Background: an optimization exercise with open tools, aiming at small area, a short achievable clock period and few clock cycles per item. Do not read the settings as production practice.
RTL that was checked went through simulation tests only; none was proved equivalent to the original.

==> flow/design.v <==
package inv_pkg;
  typedef logic [32-1:0] modulus_t;
  typedef logic [32:0]   operand_t;    
  typedef logic [7-1:0]   count_t;
  typedef struct packed {
    operand_t u;
    operand_t v;
    operand_t r;
    operand_t s;
  } operands_t;
  typedef struct packed {
    operand_t x;
    operand_t y;
  } addsub_in_t;
  typedef enum logic [1:0] {
    SUB_U_V, SUB_V_U, SUB_R_P, SUB_P_R
  } sub_op_e;
  typedef enum logic [2:0] {
    UPD_HOLD, UPD_U_EVEN, UPD_V_EVEN, UPD_U_GT, UPD_V_GE, UPD_R_DIFF
  } upd_e;
  typedef enum logic [2:0] {
    IDLE, LOAD, STEP, WAIT_UNITS, RELEASE, REDUCE, FINAL, DONE
  } ctrl_state_e;
endpackage
`timescale 1ns/1ps
module inv_prefix #(
  parameter int W    = 32,
  parameter int KIND = 0
) (
  input  logic [W-1:0] g,
  input  logic [W-1:0] p,
  output logic [W-1:0] G,
  output logic [W-1:0] P
);
  always_comb begin
    logic [W-1:0] Gq, Pq;
    G = g;
    P = p;
    if (KIND == 1) begin
      for (int l = 0; (1 << l) < W; l++) begin
        Gq = G;
        Pq = P;
        for (int i = W - 1; i >= (1 << l); i--) begin
          G[i] = Gq[i] | (Pq[i] & Gq[i - (1 << l)]);
          P[i] = Pq[i] & Pq[i - (1 << l)];
        end
      end
    end else if (KIND == 2) begin
      for (int l = 0; (1 << l) < W; l++)
        for (int i = (2 << l) - 1; i < W; i += (2 << l)) begin
          G[i] = G[i] | (P[i] & G[i - (1 << l)]);
          P[i] = P[i] & P[i - (1 << l)];
        end
      for (int l = 8; l >= 0; l--)
        if ((1 << l) < W)
          for (int i = 3 * (1 << l) - 1; i < W; i += (2 << l)) begin
            G[i] = G[i] | (P[i] & G[i - (1 << l)]);
            P[i] = P[i] & P[i - (1 << l)];
          end
    end else begin
      for (int l = 0; (1 << l) < W; l++) begin
        for (int i = W - 1; i >= 0; i--) begin
          if (i[l]) begin
            int j;
            j = ((i >> l) << l) - 1;
            G[i] = G[i] | (P[i] & G[j]);
            P[i] = P[i] & P[j];
          end
        end
      end
    end
  end
endmodule
module inv_top (
  input  logic        clk,
  input  logic        reset_n,
  input  logic        req,
  input  logic [31:0] p,
  input  logic [31:0] a,
  output logic        ack,
  output logic [31:0] inv,
  output logic [6:0]  k
);
  localparam int ME = 2;            
  localparam int MS = 2;            
  localparam int DK = 0;            
  localparam int SK = 0;            
  logic [31:0] uu, v, r, s;
  logic        busy, fin, ack_q;
  logic [30:0] x, y, dg, dp, dG, dP, d;
  logic        gt;
  assign x  = uu[31:1];
  assign y  = v[31:1];
  assign dg = x & ~y;
  assign dp = ~(x ^ y);
  inv_prefix #(.W(31), .KIND(DK)) u_dpfx (.g(dg), .p(dp), .G(dG), .P(dP));
  assign gt = dG[30];
  assign d  = dp ^ {dG[29:0], 1'b0};                      
  wire   term = dP[30];                                   
  logic [31:0] sg, sp, sG, sP, sum;
  logic        sco;
  assign sg  = r & s;
  assign sp  = r ^ s;
  inv_prefix #(.W(32), .KIND(SK)) u_spfx (.g(sg), .p(sp), .G(sG), .P(sP));
  assign sum = sp ^ {sG[30:0] | (sP[30:0] & {31{fin}}), fin};
  assign sco = sG[31] | (sP[31] & fin);
  function automatic logic [ME:0] tz1e(input logic [ME:0] z);
    tz1e = '0;
    tz1e[ME] = 1'b1;
    for (int i = ME - 1; i >= 0; i--)
      if (z[i + 1]) tz1e = (ME + 1)'(1) << i;
  endfunction
  function automatic logic [MS:0] tz1s(input logic [MS:0] z);
    tz1s = '0;
    tz1s[MS] = 1'b1;
    for (int i = MS - 1; i >= 0; i--)
      if (z[i + 1]) tz1s = (MS + 1)'(1) << i;
  endfunction
  wire       run = busy & ~fin;
  wire       eu  = run & uu[0];                           
  wire       ev  = run & ~uu[0] & ~v[0];
  wire       bo  = run & ~uu[0] & v[0];                   
  wire [ME:0] hu = tz1e(~uu[ME:0]) & {(ME+1){eu}};
  wire [ME:0] hv = tz1e(v[ME:0]) & {(ME+1){ev}};
  wire [MS:0] hd = tz1s({~dp[MS-1:0], 1'b0}) & {(MS+1){bo}};  
  wire       ugt = bo & gt;
  wire       vgt = bo & ~gt;
  wire       last = bo & term;
  logic [31:0] uu_n, v_n, r_n, s_n;
  logic [6:0]  k_inc;
  always_comb begin
    uu_n = (eu | ugt) ? '0 : uu;
    v_n  = (ev | vgt) ? '0 : v;
    s_n  = (eu | (bo & ~term)) ? '0 : s;
    r_n  = (ev | (bo & ~term) | fin) ? '0 : (r ^ {32{last}});
    k_inc = '0;
    for (int j = 0; j <= ME; j++) begin
      if (hu[j]) begin
        uu_n = uu_n | (uu >> (j + 1));
        s_n  = s_n | (s << (j + 1));
      end
      if (hv[j]) begin
        v_n = v_n | (v >> (j + 1));
        r_n = r_n | (r << (j + 1));
      end
      if (hu[j] | hv[j]) k_inc = k_inc | 7'(j + 1);
    end
    for (int j = 0; j <= MS; j++) begin
      if (hd[j] & gt) begin
        uu_n = uu_n | ({1'b0, d} >> j);
        s_n  = s_n | (s << (j + 1));
      end
      if (hd[j] & ~gt) v_n = v_n | ({1'b0, ~d} >> j);
      if (hd[j] & ~gt & ~term) r_n = r_n | (r << (j + 1));
      if (hd[j]) k_inc = k_inc | 7'(j + 1);
    end
    if (ugt | (fin & sco)) r_n = r_n | sum;
    if (vgt & ~term) s_n = s_n | sum;
    if (fin & ~sco) r_n = r_n | (s << 1);
  end
  always_ff @(posedge clk or negedge reset_n) begin
    if (!reset_n) begin
      busy  <= 1'b0;
      fin   <= 1'b0;
      ack_q <= 1'b0;
    end else begin
      if (ack_q && !req) ack_q <= 1'b0;
      if (!busy && !ack_q && req) busy <= 1'b1;
      if (last) fin <= 1'b1;
      if (fin) begin
        fin   <= 1'b0;
        busy  <= 1'b0;
        ack_q <= 1'b1;
      end
    end
  end
  always_ff @(posedge clk) begin
    if (!busy) begin
      uu <= {p[31:1], 1'b0};                              
      v  <= a;
      s  <= 32'd1;
      if (!ack_q) begin
        r <= '0;
        k <= '0;
      end
    end else begin
      uu <= uu_n;
      v  <= v_n;
      s  <= s_n;
      r  <= r_n;
      k  <= last ? k + 1'b1 : k + k_inc;
    end
  end
  assign ack = ack_q;
  assign inv = r;
endmodule
Settings: LEC_CHECK=0, CAP_MARGIN=20, CORE_MARGIN=2, CORE_UTILIZATION=40, SETUP_SLACK_MARGIN=1.0, SLEW_MARGIN=20; clock period 4.5 ns.
standard.sh (not shown) runs the stock make flow with config.mk's settings and CLKGATE_MAP_FILE= SYNTH_SCRIPT=/design/flow/synth_recipe.tcl, a recipe that flattens the netlist after the stock synthesis.
==> flow/flow/run.sh <==
#!/bin/bash
# The standard layout (the standard.sh, all ORFS steps), except that the
# input and output port buffers are made from the smallest buffer cell.
# The full output of the run goes to standard.log; ORFS's own per-step logs
# are under orfs/logs.
set -euo pipefail
export BUFFER_PORTS_ARGS="-buffer_cell sky130_fd_sc_hd__buf_1"
bash standard.sh finish > standard.log 2>&1
The starting point completed with no timing, DRC or antenna violations.
Testbench counts at the start, summed over its fixed seeds: cycles 11,310, items 384.
Next try:
--- a/flow/config.mk
+++ b/flow/config.mk
@@ -9,3 +9,5 @@
 export CORE_MARGIN = 2
-export CORE_UTILIZATION = 40
+export CORE_UTILIZATION = 60
+export CTS_BUF_LIST = sky130_fd_sc_hd__clkbuf_4 sky130_fd_sc_hd__clkbuf_8
+export PLACE_DENSITY = 0.75
 export SETUP_SLACK_MARGIN = 1.0
Outcome: Setup slack got worse by 0.022 ns; sequential cell count does not change; final area drops by 3.2%; non-clock buffer count shrinks by 9; cell count came out lower by 8.2%; sequential share of layout area rose by 0.72 points; die area came out lower by 33%.

* * *

Setup of the previous run:
inv_top, a different RTL version from the one above (not shown whole).
Size: ~110 I/O pins.
Settings: LEC_CHECK=0, CAP_MARGIN=20, CORE_MARGIN=2, CORE_UTILIZATION=40, SLEW_MARGIN=20; clock period 4.5 ns.
run.sh (not shown) runs the stock make flow with config.mk's settings and CLKGATE_MAP_FILE= SYNTH_SCRIPT=/design/flow/synth_recipe.tcl, a recipe that flattens the netlist after the stock synthesis.
Stock flow here: none of the scripts above is used.
What the current run does differently from the previous run at the input level:
Settings: putting SETUP_SLACK_MARGIN at 1.0 where nothing was set.
Findings:
| fraction of area in non-clock buffers | the current run vs the previous run | 4.3 points higher |. The core of the current run is more densely filled than that of the previous run. The previous run → the current run: cell area after placement about even. The current run went all the way through synthesis, placement and routing and the layout is clean on timing, DRC and antenna. The previous run leaves less setup margin than the current run. The current run ended up with a higher count of buffering cells on the critical path with inverters included than the previous run did. Fmax: the current run higher than the previous run. Area of all placed cells without fillers deteriorates in the current run relative to the previous run. For the previous run, the cell at the slowest stage of the critical path was sky130_fd_sc_hd__a21o_1, unlike the current run, where it was sky130_fd_sc_hd__dfrtp_2. Wire length (higher): the current run.
No run of this note included a check of the RTL's function; only the layout flow was run.

-- static timing again, ports no longer ideal --
Ports are ideal in the flow. The routed layouts listed here were re-timed in OpenROAD. Step 1 (the two cells are an assumption about what drives the block):
set clk [get_ports {clk}]
set_driving_cell -lib_cell sky130_fd_sc_hd__clkbuf_16 $clk
set_driving_cell -lib_cell sky130_fd_sc_hd__buf_2 [delete_from_list [all_inputs] $clk]
Step 2, shift: input delay + t, output delay - t, t = (earliest + latest rising clock arrival at the registers) / 2. This alone moves slack from input paths to output paths. Slacks: ideal / step 1 / step 2; pairs: ideal / step 1.
run | t, ns | setup slack, ns | hold slack, ns | slew at the worst register clock pin (ns)
the first run of note 1 | 0.481 | 1.120 / 1.120 / 1.120 | 0.310 / 0.281 / 0.526 | 0.07 / 0.07
the second run of note 1 | 0.519 | 1.098 / 1.098 / 1.098 | 0.282 / 0.260 / 0.547 | 0.10 / 0.10
the previous run | 0.496 | 0.310 / 0.310 / 0.310 | 0.548 / 0.548 / 0.548 | 0.07 / 0.07
the current run | 0.512 | 0.834 / 0.834 / 0.834 | 0.536 / 0.536 / 0.536 | 0.07 / 0.07
After both steps setup and hold are still met in every run listed.
